What follows belongs to an exercise in optimizing a design on an open flow for small area; a production flow would make more cautious choices.
Only simulation tests tie the RTL to the original design; equivalence was not proved.
Power and IR drop assume default switching activity.

Setup of oak:
Design gamepad_edge_repeat_deadzone_unit, start of the top module:
module gamepad_edge_repeat_deadzone_unit (
   input  logic               clock,
   input  logic               reset,
   input  logic               req_valid,
   output logic               req_stall,
   input  logic        [31:0] req_buttons,
   input  logic        [7:0]  req_stick_x_raw,
   input  logic        [7:0]  req_stick_y_raw,
   output logic               rsp_valid,
   input  logic               rsp_stall,
   output logic        [31:0] rsp_pressed_mask,
   output logic        [31:0] rsp_released_mask,
   output logic        [31:0] rsp_held_mask,
   output logic        [31:0] rsp_repeat_mask,
   output logic signed [7:0]  rsp_stick_x_offset,
   output logic signed [7:0]  rsp_stick_y_offset,
   input  logic               csr_valid,
   output logic               csr_ready,
   input  logic        [1:0]  csr_index,
   input  logic        [7:0]  csr_data
);
==> module gerd_lane, before the edit <==
module gerd_lane (
   input  logic [gerd_pkg::CNT_WIDTH-1:0] s,
   input  logic [gerd_pkg::CNT_WIDTH-1:0] wrap_at,      
   input  logic                           wrap_at_one,  
   input  logic [gerd_pkg::CNT_WIDTH-1:0] delay_p1,     
   output logic                           fire_held,    
   output logic [gerd_pkg::CNT_WIDTH-1:0] s_held,       
   output logic                           level         
);
   localparam int W = gerd_pkg::CNT_WIDTH;
   logic [W-1:0] inc;
   logic         zero;
   logic         first;
   logic         wrap;
   function automatic logic less(input logic [W-1:0] a, input logic [W-1:0] b);
      less = 1'b0;
      for (int i = 0; i < W; i++) less = (~a[i] & b[i]) | ((~a[i] | b[i]) & less);
   endfunction
   always_comb begin
      zero   = (s == '0);
      first  = (s[W-1:1] == '0);
      wrap   = ~less(s, wrap_at) | (zero & wrap_at_one);
      inc    = s + W'(1);
      inc[0] = inc[0] & ~zero;
      inc[1] = inc[1] | zero;
      fire_held = first | wrap;
      s_held    = wrap ? delay_p1 : inc;
   end
   assign level = ~zero;
endmodule
==> module gamepad_edge_repeat_deadzone_unit, before the edit <==
module gamepad_edge_repeat_deadzone_unit (
   input  logic               clock,
   input  logic               reset,
   input  logic               req_valid,
   output logic               req_stall,
   input  logic        [31:0] req_buttons,
   input  logic        [7:0]  req_stick_x_raw,
   input  logic        [7:0]  req_stick_y_raw,
   output logic               rsp_valid,
   input  logic               rsp_stall,
   output logic        [31:0] rsp_pressed_mask,
   output logic        [31:0] rsp_released_mask,
   output logic        [31:0] rsp_held_mask,
   output logic        [31:0] rsp_repeat_mask,
   output logic signed [7:0]  rsp_stick_x_offset,
   output logic signed [7:0]  rsp_stick_y_offset,
   input  logic               csr_valid,
   output logic               csr_ready,
   input  logic        [1:0]  csr_index,
   input  logic        [7:0]  csr_data
);
   logic [8:0] delay_p1;       
   logic [7:0] period_m1;      
   logic [8:0] wrap_at;        
   logic       wrap_at_one;    
   logic [7:0] dz_ff;
   logic [8:0] delay_p1_in;
   logic [7:0] period_m1_in;
   logic [8:0] wrap_at_in;
   assign csr_ready = 1'b1;
   always_comb begin
      delay_p1_in  = delay_p1;
      period_m1_in = period_m1;
      if (csr_valid && csr_index == 2'd0) delay_p1_in = {1'b0, csr_data} + 9'd1;
      if (csr_valid && csr_index == 2'd1) period_m1_in = csr_data - {7'd0, csr_data != 8'd0};
      wrap_at_in = delay_p1_in + {1'b0, period_m1_in};
   end
   always_ff @(posedge clock) begin
      if (reset) begin
         delay_p1    <= {1'b0, gerd_pkg::RESET_HOLD_DELAY} + 9'd1;
         period_m1   <= gerd_pkg::RESET_REPEAT_PERIOD - 8'd1;
         wrap_at     <= {1'b0, gerd_pkg::RESET_HOLD_DELAY} + {1'b0, gerd_pkg::RESET_REPEAT_PERIOD};
         wrap_at_one <= 1'b0;
         dz_ff       <= gerd_pkg::RESET_DEAD_ZONE;
      end else begin
         delay_p1    <= delay_p1_in;
         period_m1   <= period_m1_in;
         wrap_at     <= wrap_at_in;
         wrap_at_one <= (wrap_at_in == 9'd1);
         if (csr_valid && csr_index == 2'd2) dz_ff <= csr_data;
      end
   end
   logic accept;
   assign req_stall = rsp_valid & rsp_stall;
   assign accept    = req_valid & ~req_stall;
   always_ff @(posedge clock) begin
      if (reset) begin
         rsp_valid <= 1'b0;
      end else if (accept) begin
         rsp_valid <= 1'b1;
      end else if (!rsp_stall) begin
         rsp_valid <= 1'b0;
      end
   end
   localparam int W = gerd_pkg::CNT_WIDTH;
   logic [31:0] fire;
   logic [31:0] level;      
   logic [31:0] prev_ff;    
   for (genvar lane = 0; lane < gerd_pkg::NUM_BUTTONS; lane++) begin : g_lane
      logic [W-1:0] s_ff;
      logic [W-1:0] s_held;
      logic         fire_held;
      gerd_lane u_lane (
         .s           (s_ff),
         .wrap_at     (wrap_at),
         .wrap_at_one (wrap_at_one),
         .delay_p1    (delay_p1),
         .fire_held   (fire_held),
         .s_held      (s_held),
         .level       ()
      );
      assign level[lane] = (s_ff != '0);
      assign fire[lane] = req_buttons[lane] & fire_held;
      always_ff @(posedge clock) begin
         if (reset) begin
            s_ff <= '0;
         end else if (accept) begin
            s_ff <= req_buttons[lane] ? s_held : '0;
         end
      end
   end
   logic signed [7:0] stick_x_in;
   logic signed [7:0] stick_y_in;
   logic        [7:0] dz_m1;
   assign dz_m1 = dz_ff - 8'd1;
   gerd_stick u_stick_x (
      .raw          (req_stick_x_raw),
      .dead_zone    (dz_ff),
      .dead_zone_m1 (dz_m1),
      .offset       (stick_x_in)
   );
   gerd_stick u_stick_y (
      .raw          (req_stick_y_raw),
      .dead_zone    (dz_ff),
      .dead_zone_m1 (dz_m1),
      .offset       (stick_y_in)
   );
   always_ff @(posedge clock) begin
      if (accept) begin
         prev_ff            <= level;
         rsp_repeat_mask    <= fire;
         rsp_stick_x_offset <= stick_x_in;
         rsp_stick_y_offset <= stick_y_in;
      end
   end
   assign rsp_held_mask     = level;
   assign rsp_pressed_mask  = level & ~prev_ff;
   assign rsp_released_mask = ~level & prev_ff;
endmodule
export LEC_CHECK = 0
export CAP_MARGIN = 0
export CORE_MARGIN = 2
export CORE_UTILIZATION = 50
export CTS_CLUSTER_DIAMETER = 120
export CTS_CLUSTER_SIZE = 25
export GPL_TIMING_DRIVEN = 0
export SLEW_MARGIN = 0
create_clock -name core_clock -period 5.0 [get_ports {clock}]
standard.sh (not shown) runs the stock make flow with config.mk's settings and CLKGATE_MAP_FILE= SYNTH_SCRIPT=/design/flow/synth_recipe.tcl, a recipe that flattens the netlist after the stock synthesis.
==> flow/flow/run.sh <==
#!/bin/bash
# Own layout flow: the standard synthesis, then the same synthesis again with an
# area-oriented ABC mapping script and without the adder cell mapping (same registers and
# names, checked below), then the standard flow's
# standard layout steps with the port buffers made of buf_1 cells.
# Each tool's output goes to a log file of its own in the work folder.
set -euo pipefail
W=$(pwd)
R=$W/orfs/results/$FLOW_PLATFORM/gamepad_edge_repeat_deadzone_unit/base

bash standard.sh synth > $W/log_1_standard_synth.txt 2>&1
cp $R/1_2_yosys.v $W/std_1_2_yosys.v

# 2. the same synthesis with the area-oriented ABC script
sed "s|log_cmd abc {\*}\$abc_args|set abc_args [lreplace \$abc_args 1 1 $W/flow/abc_area.script]; log_cmd abc {*}\$abc_args|" \
    $FLOW_HOME/scripts/synth.tcl > $W/own_orfs_synth.tcl
grep -q "abc_area.script" $W/own_orfs_synth.tcl
sed "s|source \$::env(SCRIPTS_DIR)/synth.tcl|source $W/own_orfs_synth.tcl|" $W/synth_recipe.tcl > $W/own_synth.tcl
grep -q "own_orfs_synth.tcl" $W/own_synth.tcl
rm -f $R/1_2_yosys.v $R/1_2_yosys.sdc $R/1_synth.odb $R/1_synth.sdc
bash standard.sh SYNTH_SCRIPT=$W/own_synth.tcl ADDER_MAP_FILE= synth > $W/log_2_own_synth.txt 2>&1
cp $R/1_2_yosys.v $W/own_1_2_yosys.v

# the registers must be the standard synthesis's, by name and cell type
regs() { grep -oE "sky130_fd_sc_hd__(dfxtp|edfxtp|dfrtp|dfstp|dfbbp|dfrbp|sdfxtp|dlxtp)_[0-9]+ +[^ ]+" "$1" | sed -E 's/_[0-9]+ +/ /' | sort; }
if ! diff <(regs $W/std_1_2_yosys.v) <(regs $W/own_1_2_yosys.v) > $W/log_3_register_diff.txt; then
   echo "registers differ from the standard synthesis; using it" >> $W/log_3_register_diff.txt
   rm -f $R/1_2_yosys.v $R/1_2_yosys.sdc $R/1_synth.odb $R/1_synth.sdc
   bash standard.sh synth > $W/log_2b_standard_synth_again.txt 2>&1
fi

# 3. the standard layout steps
bash standard.sh "BUFFER_PORTS_ARGS=-buffer_cell sky130_fd_sc_hd__buf_1" finish > $W/log_4_layout.txt 2>&1
==> flow/flow/abc_area.script <==
strash
dc2
&get -n
&st
&dch -f
&nf -R 1000 -p
&put
topo
stime -c
For pine, these inputs were changed with respect to oak:
--- a/flow/design.v
+++ b/flow/design.v
@@ -32,16 +32,13 @@
    input  logic [gerd_pkg::CNT_WIDTH-1:0] s,
    input  logic [gerd_pkg::CNT_WIDTH-1:0] wrap_at,      
    input  logic                           wrap_at_one,  
-   input  logic [gerd_pkg::CNT_WIDTH-1:0] delay_p1,     
    output logic                           fire_held,    
-   output logic [gerd_pkg::CNT_WIDTH-1:0] s_held,       
-   output logic                           level         
+   output logic                           wrap,         
+   output logic [gerd_pkg::CNT_WIDTH-1:0] inc           
 );
    localparam int W = gerd_pkg::CNT_WIDTH;
-   logic [W-1:0] inc;
    logic         zero;
    logic         first;
-   logic         wrap;
    function automatic logic less(input logic [W-1:0] a, input logic [W-1:0] b);
       less = 1'b0;
       for (int i = 0; i < W; i++) less = (~a[i] & b[i]) | ((~a[i] | b[i]) & less);
@@ -54,9 +51,7 @@
       inc[0] = inc[0] & ~zero;
       inc[1] = inc[1] | zero;
       fire_held = first | wrap;
-      s_held    = wrap ? delay_p1 : inc;
    end
-   assign level = ~zero;
 endmodule
 `timescale 1ns / 1ps
 module gamepad_edge_repeat_deadzone_unit (
@@ -127,27 +122,27 @@
    logic [31:0] fire;
    logic [31:0] level;      
    logic [31:0] prev_ff;    
+   logic keep;
+   assign keep = ~accept & ~reset;
    for (genvar lane = 0; lane < gerd_pkg::NUM_BUTTONS; lane++) begin : g_lane
       logic [W-1:0] s_ff;
-      logic [W-1:0] s_held;
+      logic [W-1:0] inc;
       logic         fire_held;
+      logic         wrap;
+      logic         step;
       gerd_lane u_lane (
          .s           (s_ff),
          .wrap_at     (wrap_at),
          .wrap_at_one (wrap_at_one),
-         .delay_p1    (delay_p1),
          .fire_held   (fire_held),
-         .s_held      (s_held),
-         .level       ()
+         .wrap        (wrap),
+         .inc         (inc)
       );
       assign level[lane] = (s_ff != '0);
-      assign fire[lane] = req_buttons[lane] & fire_held;
+      assign fire[lane]  = req_buttons[lane] & fire_held;
+      assign step        = accept & ~reset & req_buttons[lane];
       always_ff @(posedge clock) begin
-         if (reset) begin
-            s_ff <= '0;
-         end else if (accept) begin
-            s_ff <= req_buttons[lane] ? s_held : '0;
-         end
+         s_ff <= ({W{step & wrap}} & delay_p1) | ({W{step & ~wrap}} & inc) | ({W{keep}} & s_ff);
       end
    end
    logic signed [7:0] stick_x_in;
Notes after the runs:
Against oak, pine comes in 1.1 points lower on final critical-path share of the clock period.
Compared with oak, pine shows a higher worst clock skew.
Going from oak to pine, cell area shrank by a few percent.
pine against oak: ratio of cells with drive above 1 in the final layout grew by 0.21 points, number of ordinary inverters in the final layout grew by 67%, deepest level of the CTS H-tree held steady.
Logic depth of the worst register-to-register path | pine below oak
Going from oak to pine, effective utilization at floorplan shows no meaningful change; total routed wirelength decreased 7.1%; routed metal-1 wire length went down 6.3%.
From oak to pine the numbers moved as follows: initial antenna violation count rose 1; power share of the combinational group now sits lower; share of the synthesized area in compound gates (AO/OA/AOI/OAI) now sits higher; number of vias after detailed routing lost about 10%.

==> afterwards: timing with drivers on the ports <==
Ports are ideal in the flow. The routed layouts listed here were re-timed in OpenROAD.
Step 1 (the two cells are an assumption about what drives the block):
set clk [get_ports {clock}]
set_driving_cell -lib_cell sky130_fd_sc_hd__clkbuf_16 $clk
set_driving_cell -lib_cell sky130_fd_sc_hd__buf_2 [delete_from_list [all_inputs] $clk]
Step 2 adds t to the input delays and takes it off the output delays; t is the mean of the earliest and latest rising clock arrival at the registers after step 1. Input paths then give back, and output paths get back, about the clock's delay inside the block.
Three values: ideal, step 1, step 2; two values: the first two.
run | shift t [ns] | slack for setup (ns) | hold WS [ns] | worst setup path at the end | worst data-port slew with drivers (ns)
oak | 0.618 | 0.238 / 0.238 / -0.161 | 0.501 / 0.501 / 0.501 | input to register | 0.06
pine | 0.609 | 0.295 / 0.295 / -0.106 | 0.504 / 0.504 / 0.504 | input to register | 0.10
With both steps, setup timing fails in oak and pine, where it was met with ideal ports. For pine, which loses most, drivers alone change the setup slack by 0.000 ns; drivers and shift together by -0.401 ns.
